Background: an optimization exercise with open tools, aiming at small area. Do not read the settings as production practice.
In this exercise RTL edits were held to simulation tests only and were not proved equivalent to the original.
Power figures rest on the tool's default switching activity, not on a simulated workload.

== indigo ==
==> flow/design.v (excerpt) <==
module perf_snapshot_unit #(
  parameter int CNT_W = 32
) (
  input  logic             clk,
  input  logic             rst_n,
  input  logic             snap_req,
  input  logic             delta_mode,
  input  logic [CNT_W-1:0] hits,
  input  logic [CNT_W-1:0] misses,
  input  logic [CNT_W-1:0] evictions,
  input  logic [CNT_W-1:0] dirty_evictions,
  input  logic [CNT_W-1:0] predictor_hits,
  input  logic [CNT_W-1:0] predictor_misses,
  input  logic [CNT_W-1:0] stale_events,
  output logic             out_valid,
  input  logic             out_ready,
  output logic [CNT_W-1:0] out_data,
  output logic             out_last,
  output logic [2:0]       out_index,
  output logic             busy,
  output logic [7:0]       drop_count
);
  logic [6:0][CNT_W-1:0] cur, cap, old;
  logic valid_q, first_n, zold, delta_q, accept, xfer, sub_en;
  logic [2:0] idx;
  logic [15:0] seq;
  logic [CNT_W-1:0] a_word, b_word;
  assign cur = {stale_events, predictor_misses, predictor_hits, dirty_evictions,
                evictions, misses, hits};
  assign xfer = valid_q && out_ready;
  assign accept = snap_req && (!valid_q || (idx == 3'd7 && out_ready));
  always_ff @(posedge clk or negedge rst_n) begin
    if (!rst_n) begin
      valid_q <= 1'b0;
      first_n <= 1'b0;
      drop_count <= '0;
    end else begin
      if (accept) begin
        valid_q <= 1'b1;
        first_n <= 1'b1;
      end else begin
        if (xfer && idx == 3'd7) valid_q <= 1'b0;
        if (snap_req && drop_count != 8'hFF) drop_count <= drop_count + 8'd1;
      end
    end
  end
  always_ff @(posedge clk) begin
    if (accept) begin
      cap <= cur;
      old <= cap;
      zold <= !first_n;
      delta_q <= delta_mode;
      seq <= first_n ? seq + 16'd1 : 16'd0;
      idx <= 3'd0;
    end else if (xfer) begin
      idx <= idx + 3'd1;
    end
  end
  assign sub_en = delta_q && !zold;
  logic [7:0] sel;
  always_comb begin
    for (int k = 0; k < 8; k++) sel[k] = idx == 3'(k);
    a_word = {8'hA5, 4'd7, 3'b000, delta_q, seq} & {CNT_W{sel[0]}};
    b_word = '0;
    for (int k = 0; k < 7; k++) begin
      a_word = a_word | (cap[k] & {CNT_W{sel[k+1]}});
      b_word = b_word | (old[k] & {CNT_W{sel[k+1] & sub_en}});
    end
  end
  assign out_valid = valid_q;
  assign busy = valid_q;
  assign out_index = idx;
  assign out_last = valid_q && idx == 3'd7;
  assign out_data = a_word - b_word;
endmodule
Size: roughly 480 flip-flops, about 280 I/O pins, ~19000 um2 of cells after synthesis.
clock: 6.0 ns
lec_check: 0
cap_margin: 20
core_margin: 2
core_utilization: 40
slew_margin: 20
standard.sh (not shown) runs the stock make flow with config.mk's settings and CLKGATE_MAP_FILE= SYNTH_SCRIPT=/design/flow/synth_recipe.tcl, a recipe that flattens the netlist after the stock synthesis.
==> flow/flow/run.sh <==
#!/bin/bash
# Standard layout, with port buffers of the smallest buffer cell.
export BUFFER_PORTS_ARGS="-buffer_cell sky130_fd_sc_hd__buf_1"
bash standard.sh > standard.log 2>&1
Relative to indigo, the following input files were edited for harbor:
Settings: swapping 20 for 5 in CAP_MARGIN; swapping 40 for 70 in CORE_UTILIZATION; swapping 20 for 5 in SLEW_MARGIN.
==> flow/flow/run.sh <==
#!/bin/bash
# Standard layout with smallest port buffers and a lighter clock tree
# (no dummy loads, clkbuf_4 leaf clusters).
export BUFFER_PORTS_ARGS="-buffer_cell sky130_fd_sc_hd__buf_1"
export CTS_ARGS="-sink_clustering_enable -repair_clock_nets -dont_use_dummy_load -buf_list {sky130_fd_sc_hd__clkbuf_4 sky130_fd_sc_hd__clkbuf_8} -sink_clustering_size 10 -sink_clustering_max_diameter 40"
bash standard.sh > standard.log 2>&1
Notes after the runs:
harbor: share of the clock period used by the worst path is 0.74 points higher than what indigo reported. Fmax: harbor below indigo. Delta (harbor minus indigo): met2 routed wirelength down about 11%; actual transition at the worst max-transition pin down 0.26 ns; design area lost 5.5%; met3 layer usage reported by global route +1.8 points. In harbor, proportion of layout cells with a drive suffix above 1 is lower than in indigo. harbor gives less clock power than indigo did. Time the final worst path needs with I/O delays and setup, harbor and indigo: larger value in harbor. From indigo to harbor the numbers moved as follows: relative area change from synthesis to final layout moved down; global placement routability congestion picked up an extra 0.077.
Changes in raven relative to harbor:
Settings: CORE_UTILIZATION now 40, was 70; CAP_MARGIN now 20, was 5; SLEW_MARGIN now 20, was 5.
==> flow/flow/run.sh <==
#!/bin/bash
# Standard layout with smallest port buffers and a lighter clock tree
# (no dummy loads, clkbuf_8 leaf clusters).
export BUFFER_PORTS_ARGS="-buffer_cell sky130_fd_sc_hd__buf_1"
export CTS_ARGS="-sink_clustering_enable -repair_clock_nets -dont_use_dummy_load -buf_list {sky130_fd_sc_hd__clkbuf_8} -sink_clustering_size 20 -sink_clustering_max_diameter 60"
bash standard.sh > standard.log 2>&1
### Flow results
- The flow did not stop early for raven: all stages ran, and the layout cleared the timing, design-rule and antenna checks.
- raven against harbor: sequential share of layout area fell by 0.65 points, met2 usage in global routing shows a reduction of 19 points, post-route standard cell area excluding fillers up 1.0%.
- Average via count per standard cell (raven vs. harbor) decreases by more than 10%
- Of harbor and raven, raven shows the lower share of the cycle needed by the critical path after routing, with harbor above it.
- Delta(via count, raven - harbor) < 0
- Against harbor, raven reports a worst setup slack that is higher.
- Taking harbor as the reference point, the count of plain and timing-repair buffers in the layout of raven rises by 13.
- Of harbor and raven, harbor shows the higher global-route usage, with raven below it.
- On fmax, the lower figure sits with harbor, not raven.
- What harbor reported for worst-case vdd ir drop has to be multiplied by 0.72 to get the figure for raven.
Changes in zinc relative to raven:
Settings: CORE_UTILIZATION now 65, was 40.
==> summary.txt <==
When zinc is set beside raven, its detailed-route vias per instance turns out to be 0.90 larger. zinc: effective utilization at floorplan higher than raven. The number of global-route vias before repair of zinc falls short of that of raven by 361.

static timing again, ports no longer ideal:
The flow's constraints put no driver on any port. The routed layouts listed below were extracted and timed again, unchanged, in two steps.
Step 1, drivers: a clkbuf_16 drives clk and a buf_2 each remaining input, both assumed.
Step 2 moves the port delays by t, midway between the first and last clock arrival at a register: inputs arrive t later, outputs are due t later. That takes back most of the time a late clock gives input paths.
a / b / c = ideal ports / drivers / drivers and shift; a / b = the first two.
run | shift t [ns] | slack for setup (ns) | pins driven straight from the clock port
indigo | 0.651 | 0.164 / 0.108 / 0.759 | 1
harbor | 0.615 | 0.119 / 0.072 / 0.687 | 1
raven | 0.651 | 0.179 / 0.126 / 0.777 | 1
zinc | 0.593 | 0.174 / 0.123 / 0.716 | 1
After both steps setup and hold are still met in every run listed.
